From an optimization exercise on the open Yosys and OpenROAD flow, aimed at small area, a short achievable clock period and few clock cycles per item; shortcuts taken in it are not production practice. The RTL was checked by simulation tests, not by an equivalence proof against the original design.

==> trial 11 <==
==> flow/design.v (excerpt) <==
module conv_requant_packer #(
  parameter int DATA_WIDTH = 8,
  parameter int ACC_WIDTH  = 32,
  parameter int BUS_WIDTH  = 128,
  parameter int ADDR_WIDTH = 18
) (
  input  logic                  clk,
  input  logic                  rst,
  input  logic                  start,
  input  logic [ADDR_WIDTH-1:0] cfg_base_addr,
  input  logic [15:0]           cfg_scale,
  input  logic [4:0]            cfg_shift,
  input  logic [1:0]            cfg_act_mode,
  input  logic [DATA_WIDTH-1:0] cfg_clip_max,
  output logic                  busy,
  output logic                  done,
  input  logic                  in_valid,
  output logic                  in_ready,
  input  logic [ACC_WIDTH-1:0]  in_acc,
  input  logic [ACC_WIDTH-1:0]  in_bias,
  input  logic                  in_last,
  output logic                  out_valid,
  input  logic                  out_ready,
  output logic [ADDR_WIDTH-1:0] out_addr,
  output logic [BUS_WIDTH-1:0]  out_data,
  output logic                  out_last,
  output logic [15:0]           sat_count
);
export LEC_CHECK = 0
export ABC_AREA = 1
export CAP_MARGIN = 20
export CORE_MARGIN = 2
export CORE_UTILIZATION = 40
export SETUP_SLACK_MARGIN = 4.1
export SLEW_MARGIN = 20
export SYNTH_HIERARCHICAL = 1
export SYNTH_MINIMUM_KEEP_SIZE = 0
create_clock -name core_clock -period 7.5 [get_ports {clk}]
standard.sh (not shown) runs the stock make flow with config.mk's settings and CLKGATE_MAP_FILE= SYNTH_SCRIPT=/design/flow/synth_recipe.tcl, a recipe that flattens the netlist after the stock synthesis.
==> flow/flow/run.sh <==
#!/bin/bash
set -euo pipefail
export BUFFER_PORTS_ARGS="-buffer_cell sky130_fd_sc_hd__buf_1"
bash standard.sh "BUFFER_PORTS_ARGS=$BUFFER_PORTS_ARGS" finish > flow_make.log 2>&1
==> trial 30 (differences from trial 11) <==
--- a/flow/design.v
+++ b/flow/design.v
@@ -26,37 +26,38 @@
   output logic                  out_last,
   output logic [15:0]           sat_count
 );
   localparam int LANES  = BUS_WIDTH / DATA_WIDTH;
   localparam int IDX_W  = $clog2(LANES);
   localparam int PROD_W = ACC_WIDTH + 16;
-  logic busy_q, run_q, in_ready_q, done_q;
+  logic busy_q, run_q;
   logic [7:0]                   cfg_one_q, cfg_two_q, cfg_neg_q;   
   logic                         cfg_top_q;                         
   logic [4:0]                   cfg_shift_q;
   logic [1:0]                   cfg_mode_q;
   logic signed [DATA_WIDTH-1:0] cfg_clip_q;
   logic [ADDR_WIDTH-1:0]        addr_q;
-  logic                  s1_valid_q, s1_last_q, s1_ovf_q, s1_sgn_q;
+  logic                  s1_valid_q, s1_last_q;
   logic [ACC_WIDTH-1:0]  s1_b_q;
   logic                  s2_valid_q, s2_last_q;
   logic [PROD_W-1:0]     s2_a_q, s2_c_q;
   logic                  s3_valid_q, s3_last_q, s3_hi_q, s3_neg_q;
   logic [9:0]            s3_t_q;
   logic [BUS_WIDTH-1:0]  word_q;
   logic [IDX_W-1:0]      idx_q;
   logic                  out_valid_q, out_last_q;
-  logic can_wr, accept, out_hs, start_ok, fin, wr, word_done;
+  logic stall, adv, accept, out_hs, start_ok, fin, wr, word_done;
   assign out_hs    = out_valid_q & out_ready;
-  assign can_wr    = ~out_valid_q | out_ready;
-  assign in_ready  = in_ready_q;
-  assign accept    = in_valid & in_ready_q;
+  assign stall     = out_valid_q & ~out_ready;
+  assign adv       = ~stall;
+  assign in_ready  = run_q & adv;
+  assign accept    = in_valid & in_ready;
   assign start_ok  = start & ~busy_q;
   assign fin       = out_hs & out_last_q;
   assign busy      = busy_q;
-  assign done      = done_q;
+  assign done      = fin;
   assign out_valid = out_valid_q;
   assign out_addr  = addr_q;
   assign out_data  = word_q;
   assign out_last  = out_last_q;
   logic [31:0] aa_p, aa_g, aa_s;
   logic [32:0] aa_c;
@@ -302,22 +303,25 @@
   assign aa_c[28] = aa_G76;
   assign aa_c[29] = aa_G77;
   assign aa_c[30] = aa_G78;
   assign aa_c[31] = aa_G79;
   assign aa_c[32] = aa_G80;
   assign aa_s = aa_p ^ aa_c[31:0];
-  logic acc_ovf;
-  assign acc_ovf = (in_acc[ACC_WIDTH-1] == in_bias[ACC_WIDTH-1]) & (aa_s[ACC_WIDTH-1] != in_acc[ACC_WIDTH-1]);
+  logic [ACC_WIDTH:0]   acc_sum;
+  logic [ACC_WIDTH-1:0] acc_sat;
+  always_comb begin
+    acc_sum = {in_acc[ACC_WIDTH-1] ^ in_bias[ACC_WIDTH-1] ^ aa_c[ACC_WIDTH], aa_s};
+    acc_sat = acc_sum[ACC_WIDTH-1:0];
+    if (acc_sum[ACC_WIDTH] != acc_sum[ACC_WIDTH-1])
+      acc_sat = {acc_sum[ACC_WIDTH], {(ACC_WIDTH-1){~acc_sum[ACC_WIDTH]}}};
+  end
   logic [31:0]       mx;
   logic [15:0]       my;
   logic [PROD_W-1:0] ma, mb;
   logic [7:0] my_one, my_two, my_neg;
-  always_comb begin
-    mx = s1_b_q;
-    if (s1_ovf_q) mx = {s1_sgn_q, {(ACC_WIDTH-1){~s1_sgn_q}}};
-  end
+  assign mx     = s1_b_q;
   assign my     = {cfg_top_q, 15'd0};
   assign my_one = cfg_one_q;
   assign my_two = cfg_two_q;
   assign my_neg = cfg_neg_q;
   logic [7:0] enc_one, enc_two, enc_neg;
   always_comb begin
@@ -1506,71 +1510,42 @@
     act_val = q_val;
     if (cfg_mode_q == 2'b01 || cfg_mode_q == 2'b10) begin
       if (q_val[7]) act_val = '0;
       if (cfg_mode_q == 2'b10 && act_val > cfg_clip_q) act_val = cfg_clip_q;
     end
   end
-  localparam int FD = 4;
-  logic [8:0]  fifo_q [FD];           
-  logic [1:0]  fifo_rp_q, fifo_wp_q;
-  logic [2:0]  fifo_n_q, fifo_n_d;
-  logic        f_push, f_pop, d_valid;
-  logic [7:0]  src_byte;
-  logic        src_last, src_valid;
-  logic [2:0]  occ_q;                
-  logic        occ_ok, run_d;
-  assign d_valid   = s3_valid_q;
-  assign src_valid = (fifo_n_q != '0) | d_valid;
-  assign src_byte  = (fifo_n_q != '0) ? fifo_q[fifo_rp_q][7:0] : act_val;
-  assign src_last  = (fifo_n_q != '0) ? fifo_q[fifo_rp_q][8]   : s3_last_q;
-  assign f_pop     = (fifo_n_q != '0) & can_wr;
-  assign f_push    = d_valid & ((fifo_n_q != '0) | ~can_wr);
-  assign fifo_n_d  = fifo_n_q + 3'(f_push) - 3'(f_pop);
-  assign wr        = src_valid & can_wr;
-  assign word_done = (idx_q == IDX_W'(LANES - 1)) | src_last;
-  assign zbyte     = (idx_q == '0) ? 8'd0 : src_byte;
-  assign run_d  = start_ok | (run_q & ~(accept & in_last));
-  always_comb begin
-    if (accept && !wr)      occ_ok = (occ_q <= 3'(FD - 2));
-    else if (!accept && wr) occ_ok = 1'b1;
-    else                    occ_ok = (occ_q <= 3'(FD - 1));
-  end
+  assign wr        = s3_valid_q & adv;
+  assign word_done = (idx_q == IDX_W'(LANES - 1)) | s3_last_q;
+  assign zbyte     = (idx_q == '0) ? 8'd0 : act_val;
   always_ff @(posedge clk) begin
     if (rst) begin
       busy_q      <= 1'b0;
       run_q       <= 1'b0;
-      in_ready_q  <= 1'b0;
-      done_q      <= 1'b0;
       s1_valid_q  <= 1'b0;
       s2_valid_q  <= 1'b0;
       s3_valid_q  <= 1'b0;
       out_valid_q <= 1'b0;
       idx_q       <= '0;
-      fifo_rp_q   <= '0;
-      fifo_wp_q   <= '0;
-      fifo_n_q    <= '0;
-      occ_q       <= '0;
     end else begin
-      if (start_ok) busy_q <= 1'b1;
-      if (done_q)   busy_q <= 1'b0;
-      done_q     <= fin;
-      run_q      <= run_d;
-      in_ready_q <= run_d & occ_ok;
-      occ_q      <= occ_q + 3'(accept) - 3'(wr);
-      s1_valid_q <= accept;
-      s2_valid_q <= s1_valid_q;
-      s3_valid_q <= s2_valid_q;
+      if (start_ok) begin
+        busy_q <= 1'b1;
+        run_q  <= 1'b1;
+      end
+      if (accept && in_last) run_q <= 1'b0;
+      if (fin) busy_q <= 1'b0;
+      if (adv) begin
+        s1_valid_q <= accept;
+        s2_valid_q <= s1_valid_q;
+        s3_valid_q <= s2_valid_q;
+      end
       if (wr) begin
         if (word_done) idx_q <= '0;
         else           idx_q <= idx_q + IDX_W'(1);
       end
       if (wr && word_done) out_valid_q <= 1'b1;
       else if (out_hs)     out_valid_q <= 1'b0;
-      if (f_pop)  fifo_rp_q <= fifo_rp_q + 2'd1;
-      if (f_push) fifo_wp_q <= fifo_wp_q + 2'd1;
-      fifo_n_q <= fifo_n_d;
     end
   end
   always_ff @(posedge clk) begin
     if (start_ok) begin
       cfg_one_q   <= enc_one;
       cfg_two_q   <= enc_two;
@@ -1579,36 +1554,35 @@
       cfg_shift_q <= cfg_shift;
       cfg_mode_q  <= cfg_act_mode;
       cfg_clip_q  <= cfg_clip_max;
     end
     if (start_ok)    addr_q <= cfg_base_addr;
     else if (out_hs) addr_q <= addr_q + ADDR_WIDTH'(1);
-    s1_b_q    <= aa_s;
-    s1_ovf_q  <= acc_ovf;
-    s1_sgn_q  <= in_acc[ACC_WIDTH-1];
-    s1_last_q <= in_last;
-    s2_a_q    <= ma;
-    s2_c_q    <= mb;
-    s2_last_q <= s1_last_q;
-    s3_t_q    <= t10;
-    s3_hi_q   <= hi_ok;
-    s3_neg_q  <= p[PROD_W-1];
-    s3_last_q <= s2_last_q;
-    if (f_push) fifo_q[fifo_wp_q] <= {s3_last_q, act_val};
-    if (wr && word_done) out_last_q <= src_last;
-    if (wr && idx_q == '0) word_q[DATA_WIDTH-1:0] <= src_byte;
+    if (adv) begin
+      s1_b_q    <= acc_sat;
+      s1_last_q <= in_last;
+      s2_a_q    <= ma;
+      s2_c_q    <= mb;
+      s2_last_q <= s1_last_q;
+      s3_t_q    <= t10;
+      s3_hi_q   <= hi_ok;
+      s3_neg_q  <= p[PROD_W-1];
+      s3_last_q <= s2_last_q;
+    end
+    if (wr && word_done) out_last_q <= s3_last_q;
+    if (wr && idx_q == '0) word_q[DATA_WIDTH-1:0] <= act_val;
     for (int l = 1; l < LANES; l++) begin
       if (wr && (idx_q == IDX_W'(l) || idx_q == '0))
         word_q[l*DATA_WIDTH +: DATA_WIDTH] <= zbyte;
     end
   end
   logic [15:0] sat_cnt_q;
   always_ff @(posedge clk) begin
     if (rst)                                          sat_cnt_q <= '0;
     else if (start_ok)                                sat_cnt_q <= '0;
-    else if (d_valid && sat && sat_cnt_q != 16'hFFFF) sat_cnt_q <= sat_cnt_q + 16'd1;
+    else if (wr && sat && sat_cnt_q != 16'hFFFF) sat_cnt_q <= sat_cnt_q + 16'd1;
   end
   assign sat_count = sat_cnt_q;
 endmodule
 module rq_fa (input logic a, b, c, output logic s, co);
   assign s  = a ^ b ^ c;
   assign co = (a & b) | (a & c) | (b & c);
PLACE_DENSITY = 0.9   (was unset)
SETUP_SLACK_MARGIN = 3.8   (was 4.1)
==> impl_metrics.csv <==
group,metric,value,unit
power_and_ir_drop,pg_comb,11.5,mW
detailed_routing,route.met2.wl,37700,um
placement,place_hpwl,55500,um
power_and_ir_drop,p_clk_frac,0.109,
setup_path,path_cells,"clkinvlp_4, o22ai_1, xor2_1, fa_1, fa_1, fa_1, fa_1",
synth,syn_area_per_cell,9.63,sq um
detailed_routing,routed_wl,81400,um
sta,worst_slew_pin_slew,0.961,ns
final_layout,fillers,6149,
run_status,status,"finished clean",
final_layout,layout-drive-gt1-share,0.0987,
setup_path,timing.rr.start,"s1_b_q[22]",
setup_path,cp.depth,7,
final_layout,multi_input_area_share,0.512,
floorplanning,die_height,271,um
power_and_ir_drop,pwr.group.clock,1.81,mW
placement,dp_slack,3.23,ns
# the run above: trial 30

==> impl_metrics.csv <==
group,metric,value,unit
run_status,status,"finished clean",
detailed_routing,routed_wl,90300,um
clocking,hold_buffers,0,
floorplanning,die_height,271,um
sta,fin_crit_sh,0.488,
setup_path,crit_slowest_cell,"fa_2",
synth,syn_area_per_cell,9.65,sq um
power_and_ir_drop,pg_comb,13.0,mW
final_layout,fillers,6135,
placement,place_hpwl,55900,um
placement,dp_slack,2.89,ns
setup_path,timing.rr.start,"s1_ovf_q",
power_and_ir_drop,pwr.group.clock,2.27,mW
final_layout,layout-drive-gt1-share,0.228,
final_layout,multi_input_area_share,0.505,
setup_path,cp.depth,11,
power_and_ir_drop,p_clk_frac,0.118,
# the run above: trial 11

Testbench counts of trial 11, summed over its fixed seeds: cycles 9,535, items 9,247.
Testbench counts of trial 30, summed over its fixed seeds: cycles 9,487, items 9,247.

## static timing again, ports no longer ideal
The results above use ideal ports. As a check the final layouts listed here were re-extracted and re-timed, cells and wires unchanged. Step 1 assumes that a clkbuf_16 drives the clock port and a buf_2 every other input. Step 2, shift: input delay + t, output delay - t, t = (earliest + latest rising clock arrival at the registers) / 2. This alone moves slack from input paths to output paths. Three values: no drivers, after step 1, after step 2; two values: the first two.
| run | t (ns) | slack for setup (ns) | cell pins on the clock port's net |
|---|---|---|---|
| trial 11 | 0.648 | 3.838 / 3.838 / 3.712 | 1 |
| trial 30 | 0.617 | 3.724 / 3.724 / 3.460 | 1 |
After both steps setup and hold are still met in every run listed. The setup slack of trial 30, which loses most, moves by 0.000 ns with the drivers and by -0.264 ns with both steps.
